Context: an optimization exercise on an open-source flow, tuned for small area and a short achievable clock period. The choices shown serve that exercise and are no tape-out recipe. The RTL was checked by simulation tests, not by an equivalence proof against the original design. Power and IR drop assume default switching activity.

==> 06-23: inputs <==
## mem_unit
module mem_unit #(
  parameter int unsigned DATA_WIDTH = 16,
  parameter int unsigned ADDR_WIDTH = 8,
  parameter int unsigned LATENCY    = 2
) (
  input  logic                  clk,
  input  logic                  reset,
  input  logic                  MEM_EN,
  input  logic                  MEM_RW,
  input  logic [ADDR_WIDTH-1:0] mem_addr,
  input  logic [DATA_WIDTH-1:0] mem_data_in,
  output logic [DATA_WIDTH-1:0] mem_data_out,
  output logic                  MFC,
  output logic                  busy
);
==> module mem_unit, before the edit <==
module mem_unit #(
  parameter int unsigned DATA_WIDTH = 16,
  parameter int unsigned ADDR_WIDTH = 8,
  parameter int unsigned LATENCY    = 2
) (
  input  logic                  clk,
  input  logic                  reset,
  input  logic                  MEM_EN,
  input  logic                  MEM_RW,
  input  logic [ADDR_WIDTH-1:0] mem_addr,
  input  logic [DATA_WIDTH-1:0] mem_data_in,
  output logic [DATA_WIDTH-1:0] mem_data_out,
  output logic                  MFC,
  output logic                  busy
);
  localparam int unsigned DEPTH = 1 << ADDR_WIDTH;
  localparam int unsigned HALF  = ADDR_WIDTH / 2;
  localparam int unsigned NHI   = 1 << (ADDR_WIDTH - HALF);
  localparam int unsigned NLO   = 1 << HALF;
  logic st_q;    
  logic ph_q;    
  logic done_c;
  logic [ADDR_WIDTH-1:0] a_addr_q;
  logic [DATA_WIDTH-1:0] a_data_q;
  logic                  a_rw_q;
  logic [ADDR_WIDTH-1:0] b_addr_q;
  logic [DATA_WIDTH-1:0] b_data_q;
  logic                  commit_c;
  logic                  pend1_q, pend2_q;
  logic                  ins_en_c;
  logic                  fwd_c;
  logic [ADDR_WIDTH-1:0] rot_q;
  logic [ADDR_WIDTH-1:0] pos_c;
  logic [NHI-1:0]        phi_q, whi_q;
  logic [NLO-1:0]        plo_q, wlo_q;
  logic [DEPTH-1:0]      psel_c, wsel_c;
  logic [DATA_WIDTH-1:0] ring [0:DEPTH-1];
  logic [DATA_WIDTH-1:0] tap_c;
  logic [DATA_WIDTH-1:0] cap_q;
  logic [DATA_WIDTH-1:0] rdata_q;
  assign done_c   = st_q && ph_q;
  assign commit_c = done_c && !a_rw_q && reset;
  always_ff @(posedge clk) begin
    if (!reset) begin
      st_q <= 1'b0;
      ph_q <= 1'b0;
    end else if (!st_q) begin
      st_q <= MEM_EN;
      ph_q <= 1'b0;
    end else begin
      st_q <= !ph_q;
      ph_q <= !ph_q;
    end
  end
  always_ff @(posedge clk) begin
    if (!st_q) begin
      a_addr_q <= mem_addr;
      a_data_q <= mem_data_in;
      a_rw_q   <= MEM_RW;
    end
    b_addr_q <= a_addr_q;
    b_data_q <= a_data_q;
    pend1_q  <= commit_c;
    pend2_q  <= pend1_q;
    rot_q    <= rot_q + 1'b1;
  end
  assign pos_c = mem_addr + rot_q;
  always_ff @(posedge clk) begin
    if (!st_q) begin
      for (int i = 0; i < NHI; i++) phi_q[i] <= (pos_c[ADDR_WIDTH-1:HALF] == i);
      for (int j = 0; j < NLO; j++) plo_q[j] <= (pos_c[HALF-1:0] == j);
    end else begin
      phi_q <= plo_q[NLO-1] ? {phi_q[NHI-2:0], phi_q[NHI-1]} : phi_q;
      plo_q <= {plo_q[NLO-2:0], plo_q[NLO-1]};
    end
    whi_q <= plo_q[NLO-1] ? {phi_q[NHI-2:0], phi_q[NHI-1]} : phi_q;
    wlo_q <= {plo_q[NLO-2:0], plo_q[NLO-1]};
  end
  always_comb begin
    for (int s = 0; s < DEPTH; s++) begin
      psel_c[s] = phi_q[s / NLO] && plo_q[s % NLO];
      wsel_c[s] = whi_q[s / NLO] && wlo_q[s % NLO];
    end
  end
  assign ins_en_c = commit_c || pend1_q || pend2_q;
  always_ff @(posedge clk) begin
    for (int s = 0; s < DEPTH; s++) begin
      if ((s % 3 == 0) && ins_en_c && wsel_c[(s + DEPTH - 1) % DEPTH])
        ring[s] <= b_data_q;
      else
        ring[s] <= ring[(s + DEPTH - 1) % DEPTH];
    end
  end
  localparam int unsigned NTAP = DEPTH / 2;
  localparam int unsigned NGRP = (NTAP + 2) / 3;
  logic [NGRP-1:0] grp_n [0:DATA_WIDTH-1];
  for (genvar b = 0; b < DATA_WIDTH; b++) begin : g_bit
    for (genvar k = 0; k < NGRP; k++) begin : g_grp
      localparam int unsigned T0 = 3 * k;
      localparam int unsigned T1 = (3 * k + 1 < NTAP) ? 3 * k + 1 : T0;
      localparam int unsigned T2 = (3 * k + 2 < NTAP) ? 3 * k + 2 : T0;
      mu_aoi222 u_aoi (
        .a1(psel_c[2 * T0]), .a2(ring[2 * T0][b]),
        .b1(psel_c[2 * T1]), .b2(ring[2 * T1][b]),
        .c1(psel_c[2 * T2]), .c2(ring[2 * T2][b]),
        .y (grp_n[b][k])
      );
    end
    assign tap_c[b] = ~&grp_n[b];
  end
  assign fwd_c = pend2_q && (a_addr_q == b_addr_q);
  always_ff @(posedge clk) begin
    cap_q <= fwd_c ? b_data_q : tap_c;
  end
  always_ff @(posedge clk) begin
    if (!reset)
      rdata_q <= '0;
    else if (done_c && a_rw_q)
      rdata_q <= cap_q | tap_c;
  end
  assign mem_data_out = rdata_q;
  assign MFC          = st_q;
  assign busy         = st_q;
endmodule
==> module mu_aoi222, before the edit <==
module mu_aoi222 (
  input  logic a1, a2, b1, b2, c1, c2,
  output logic y
);
  assign y = ~((a1 & a2) | (b1 & b2) | (c1 & c2));
endmodule
==> flow/config.mk <==
export PLATFORM = sky130hd
export DESIGN_NAME = mem_unit
export DESIGN_NICKNAME = mem_unit
export VERILOG_FILES = /design/flow/design.v
export SDC_FILE = /design/flow/constraint.sdc
export NUM_CORES = 4
export LEC_CHECK = 0
export CAP_MARGIN = 20
export CORE_MARGIN = 2
export CORE_UTILIZATION = 55
export SETUP_SLACK_MARGIN = 3.7
export SLEW_MARGIN = 20
export SYNTH_HIERARCHICAL = 1
==> flow/constraint.sdc <==
create_clock -name core_clock -period 6.5 [get_ports {clk}]
set_input_delay 1.3000 -clock core_clock [delete_from_list [all_inputs] [get_ports {clk}]]
set_output_delay 1.3000 -clock core_clock [all_outputs]
set_load 0.01 [all_outputs]
run.sh (not shown) runs the stock make flow with config.mk's settings and CLKGATE_MAP_FILE= SYNTH_SCRIPT=/design/flow/synth_recipe.tcl, a recipe that flattens the netlist after the stock synthesis.
==> 10-09: changes against 06-23 <==
==> flow/design.v (replaced) <==
module mem_unit #(
  parameter int unsigned DATA_WIDTH = 16,
  parameter int unsigned ADDR_WIDTH = 8,
  parameter int unsigned LATENCY    = 2
) (
  input  logic                  clk,
  input  logic                  reset,
  input  logic                  MEM_EN,
  input  logic                  MEM_RW,
  input  logic [ADDR_WIDTH-1:0] mem_addr,
  input  logic [DATA_WIDTH-1:0] mem_data_in,
  output logic [DATA_WIDTH-1:0] mem_data_out,
  output logic                  MFC,
  output logic                  busy
);
  localparam int unsigned DEPTH   = 1 << ADDR_WIDTH;
  localparam int unsigned CNT_W   = (LATENCY > 1) ? $clog2(LATENCY) : 1;
  typedef enum logic {
    IDLE = 1'b0,
    BUSY = 1'b1
  } state_t;
  state_t                state;
  logic [CNT_W-1:0]      cnt;
  logic [ADDR_WIDTH-1:0] addr_q;
  logic [DATA_WIDTH-1:0] wdata_q;
  logic                  rw_q;
  logic [ADDR_WIDTH-1:0] addr_p  [0:LATENCY-1];
  logic [DATA_WIDTH-1:0] wdata_p [0:LATENCY-1];
  logic                  rw_p    [0:LATENCY-1];
  logic [DATA_WIDTH-1:0] rdata_q;
  logic                  mfc_q;
  logic                  busy_q;
  logic [DATA_WIDTH-1:0] mem [0:DEPTH-1];
  logic done_c;
  logic wr_en_c;
  always_ff @(posedge clk) begin
    addr_p[0]  <= mem_addr;
    wdata_p[0] <= mem_data_in;
    rw_p[0]    <= MEM_RW;
    for (int i = 1; i < LATENCY; i++) begin
      addr_p[i]  <= addr_p[i-1];
      wdata_p[i] <= wdata_p[i-1];
      rw_p[i]    <= rw_p[i-1];
    end
  end
  assign addr_q  = addr_p[LATENCY-1];
  assign wdata_q = wdata_p[LATENCY-1];
  assign rw_q    = rw_p[LATENCY-1];
  assign done_c  = (state == BUSY) && (cnt == '0);
  assign wr_en_c = done_c && !rw_q && reset;
  always_ff @(posedge clk) begin
    if (wr_en_c) begin
      mem[addr_q] <= wdata_q;
    end
  end
  always_ff @(posedge clk) begin
    if (!reset) begin
      state   <= IDLE;
      cnt     <= '0;
      rdata_q <= '0;
      mfc_q   <= 1'b0;
      busy_q  <= 1'b0;
    end else if (state == IDLE) begin
      if (MEM_EN) begin
        cnt     <= CNT_W'(LATENCY - 1);
        mfc_q   <= 1'b1;
        busy_q  <= 1'b1;
        state   <= BUSY;
      end
    end else begin
      if (cnt != '0) begin
        cnt <= cnt - CNT_W'(1);
      end else begin
        if (rw_q) begin
          rdata_q <= mem[addr_q];
        end
        mfc_q  <= 1'b0;
        busy_q <= 1'b0;
        state  <= IDLE;
      end
    end
  end
  assign mem_data_out = rdata_q;
  assign MFC          = mfc_q;
  assign busy         = busy_q;
endmodule
CORE_UTILIZATION = 45   (was 55)
SETUP_SLACK_MARGIN = unset   (was 3.7)
SYNTH_HIERARCHICAL = unset   (was 1)
==> results.sh <==
export IMPL_outcome="no timing/DRC/antenna violations"
export IMPL_grtUsageMet1_pct=36.5
export IMPL_clk_insertion_delay_late_ps=980
export IMPL_rsz0062_at_grt="false"
export IMPL_layout_commonest_cell="edfxtp_1"
export IMPL_yosysWarnings=4
export IMPL_r2r_start="addr_p[1][0]"
the above is filed under 10-09

==> results.sh <==
export IMPL_min_to="ring[70][11]"
export IMPL_regMostFlops="ring"
export IMPL_r2r_start="phi_q[4]"
export IMPL_outcome="no timing/DRC/antenna violations"
export IMPL_initial_utilization_pct=55.2
export IMPL_yosysWarnings=10
export IMPL_routed_via_density=5.83
export IMPL_grtUsageMet1_pct=38.4
export IMPL_clk_insertion_delay_late_ps=990
export IMPL_layout_commonest_cell="dfxtp_1"
export IMPL_critical_path_required_ps=7360
the above is filed under 06-23


* * *

==> inputs of exp/pepper <==
Another version of the RTL of mem_unit (not shown whole).
==> flow/design.v (excerpt) <==
module mem_unit #(
  parameter int unsigned DATA_WIDTH = 16,
  parameter int unsigned ADDR_WIDTH = 8,
  parameter int unsigned LATENCY    = 2
) (
  input  logic                  clk,
  input  logic                  reset,
  input  logic                  MEM_EN,
  input  logic                  MEM_RW,
  input  logic [ADDR_WIDTH-1:0] mem_addr,
  input  logic [DATA_WIDTH-1:0] mem_data_in,
  output logic [DATA_WIDTH-1:0] mem_data_out,
  output logic                  MFC,
  output logic                  busy
);
Settings: LEC_CHECK=0, CAP_MARGIN=20, CORE_MARGIN=2, CORE_UTILIZATION=55, SETUP_SLACK_MARGIN=4.1, SLEW_MARGIN=20, SYNTH_HIERARCHICAL=1; clock period 6.5 ns.
standard.sh (not shown) runs the stock make flow with config.mk's settings and CLKGATE_MAP_FILE= SYNTH_SCRIPT=/design/flow/synth_recipe.tcl, a recipe that flattens the netlist after the stock synthesis.
==> flow/flow/run.sh <==
#!/bin/bash
# Standard ORFS layout, with the storage ring pre-placed after floorplanning
# (flow/place_ring.tcl), wider clock-tree clusters without dummy loads, and
# resizing not tied to cell footprints. Each step logs to its own file here.
set -euo pipefail
HERE=$(pwd)
ARGS=(MATCH_CELL_FOOTPRINT=0
  "CTS_ARGS=-sink_clustering_enable -repair_clock_nets -dont_use_dummy_load -buf_list sky130_fd_sc_hd__clkbuf_16 -sink_clustering_size 30 -sink_clustering_max_diameter 60")
bash standard.sh "${ARGS[@]}" floorplan > "$HERE/run_floorplan.log" 2>&1
export BPG=2
RING_ODB=$(ls -d "$HERE"/orfs/results/*/mem_unit/base)/2_floorplan.odb
export RING_ODB
openroad -no_init -exit "$HERE/flow/place_ring.tcl" > "$HERE/run_place_ring.log" 2>&1
bash standard.sh "${ARGS[@]}" finish > "$HERE/run_finish.log" 2>&1
Other scripts of this flow, unchanged in this note and not shown: flow/flow/place_ring.tcl
==> exp/violet: changes against exp/pepper <==
- CORE_UTILIZATION: 55 -> 45
- SETUP_SLACK_MARGIN: 4.1 -> 3.9
==> exp/maple: changes against exp/pepper <==
- CORE_UTILIZATION: 55 -> 50
- SETUP_SLACK_MARGIN: 4.1 -> 3.9
==> run notes <==
Status - no timing/DRC/antenna violations
Switching pwr - 8.50 mW
Cell at the slowest stage of the critical path - a222oi_1
Cell Count, Final, Fillers Out - 10.9k
Met1 Usage GRT - 0.654
Clock buf/inv share - 0.0368
Post-route setup slack - 3.71 ns
Detailed Route Iter0 Violations - 15.2k
Setup Buffers After CTS - 234
Total Nets Final - 8126
First-pass DRT Iterations - 15
Met3 routed WL - 137000 um
Worst path arrival time - 3.59 ns
Vias post-DR - 74.8k
(the above is from exp/pepper)
==> run notes <==
Cell Count, Final, Fillers Out - 11.0k
Detailed Route Iter0 Violations - 14.9k
Cell at the slowest stage of the critical path - a222oi_1
Clock buf/inv share - 0.0389
Switching pwr - 8.28 mW
Post-route setup slack - 3.75 ns
Worst path arrival time - 3.53 ns
Met1 Usage GRT - 0.653
Status - no timing/DRC/antenna violations
Vias post-DR - 69.2k
Setup Buffers After CTS - 135
(the above is from exp/maple)
==> run notes <==
Status - no timing/DRC/antenna violations
Setup Buffers After CTS - 124
Detailed Route Iter0 Violations - 14.6k
Met1 Usage GRT - 0.616
Post-route setup slack - 3.76 ns
Worst path arrival time - 3.50 ns
Clock buf/inv share - 0.0407
First-pass DRT Iterations - 13
Switching pwr - 8.54 mW
Data buffer area share - 0.0323
Cell at the slowest stage of the critical path - dfxtp_4
Cell Count, Final, Fillers Out - 11.4k
Met3 routed WL - 131000 um
Vias post-DR - 69.3k
Total Nets Final - 8077
(the above is from exp/violet)

-- port drivers added, routing unchanged --
The flow's constraints put no driver on any port. The routed layouts listed below were extracted and timed again, unchanged, in two steps.
Step 1, drivers: a clkbuf_16 drives clk and a buf_2 each remaining input, both assumed.
Step 2 also shifts input and output timing later by t, the mid clock arrival at the registers, as if the neighbouring blocks saw the same clock.
Three values: no drivers, after step 1, after step 2; two values: the first two.
run | t (ns) | setup slack, ns | worst setup path at the end | clock arrival spread, ns | worst slew at a driven data input, ns
06-23 | 1.052 | 3.059 / 3.059 / 2.663 | input to register | 0.056 / 0.055 | 0.31
10-09 | 1.053 | 1.691 / 1.691 / 1.228 | input to register | 0.053 / 0.052 | 0.11
exp/pepper | 0.984 | 3.710 / 3.693 / 2.887 | input to register | 0.070 / 0.069 | 0.14
exp/violet | 0.972 | 3.761 / 3.703 / 2.895 | input to register | 0.087 / 0.088 | 0.20
exp/maple | 0.972 | 3.750 / 3.699 / 3.022 | input to register | 0.079 / 0.079 | 0.10
After both steps every run listed still meets setup and hold. For exp/violet, which loses most, drivers alone change the setup slack by -0.058 ns; drivers and shift together by -0.866 ns.
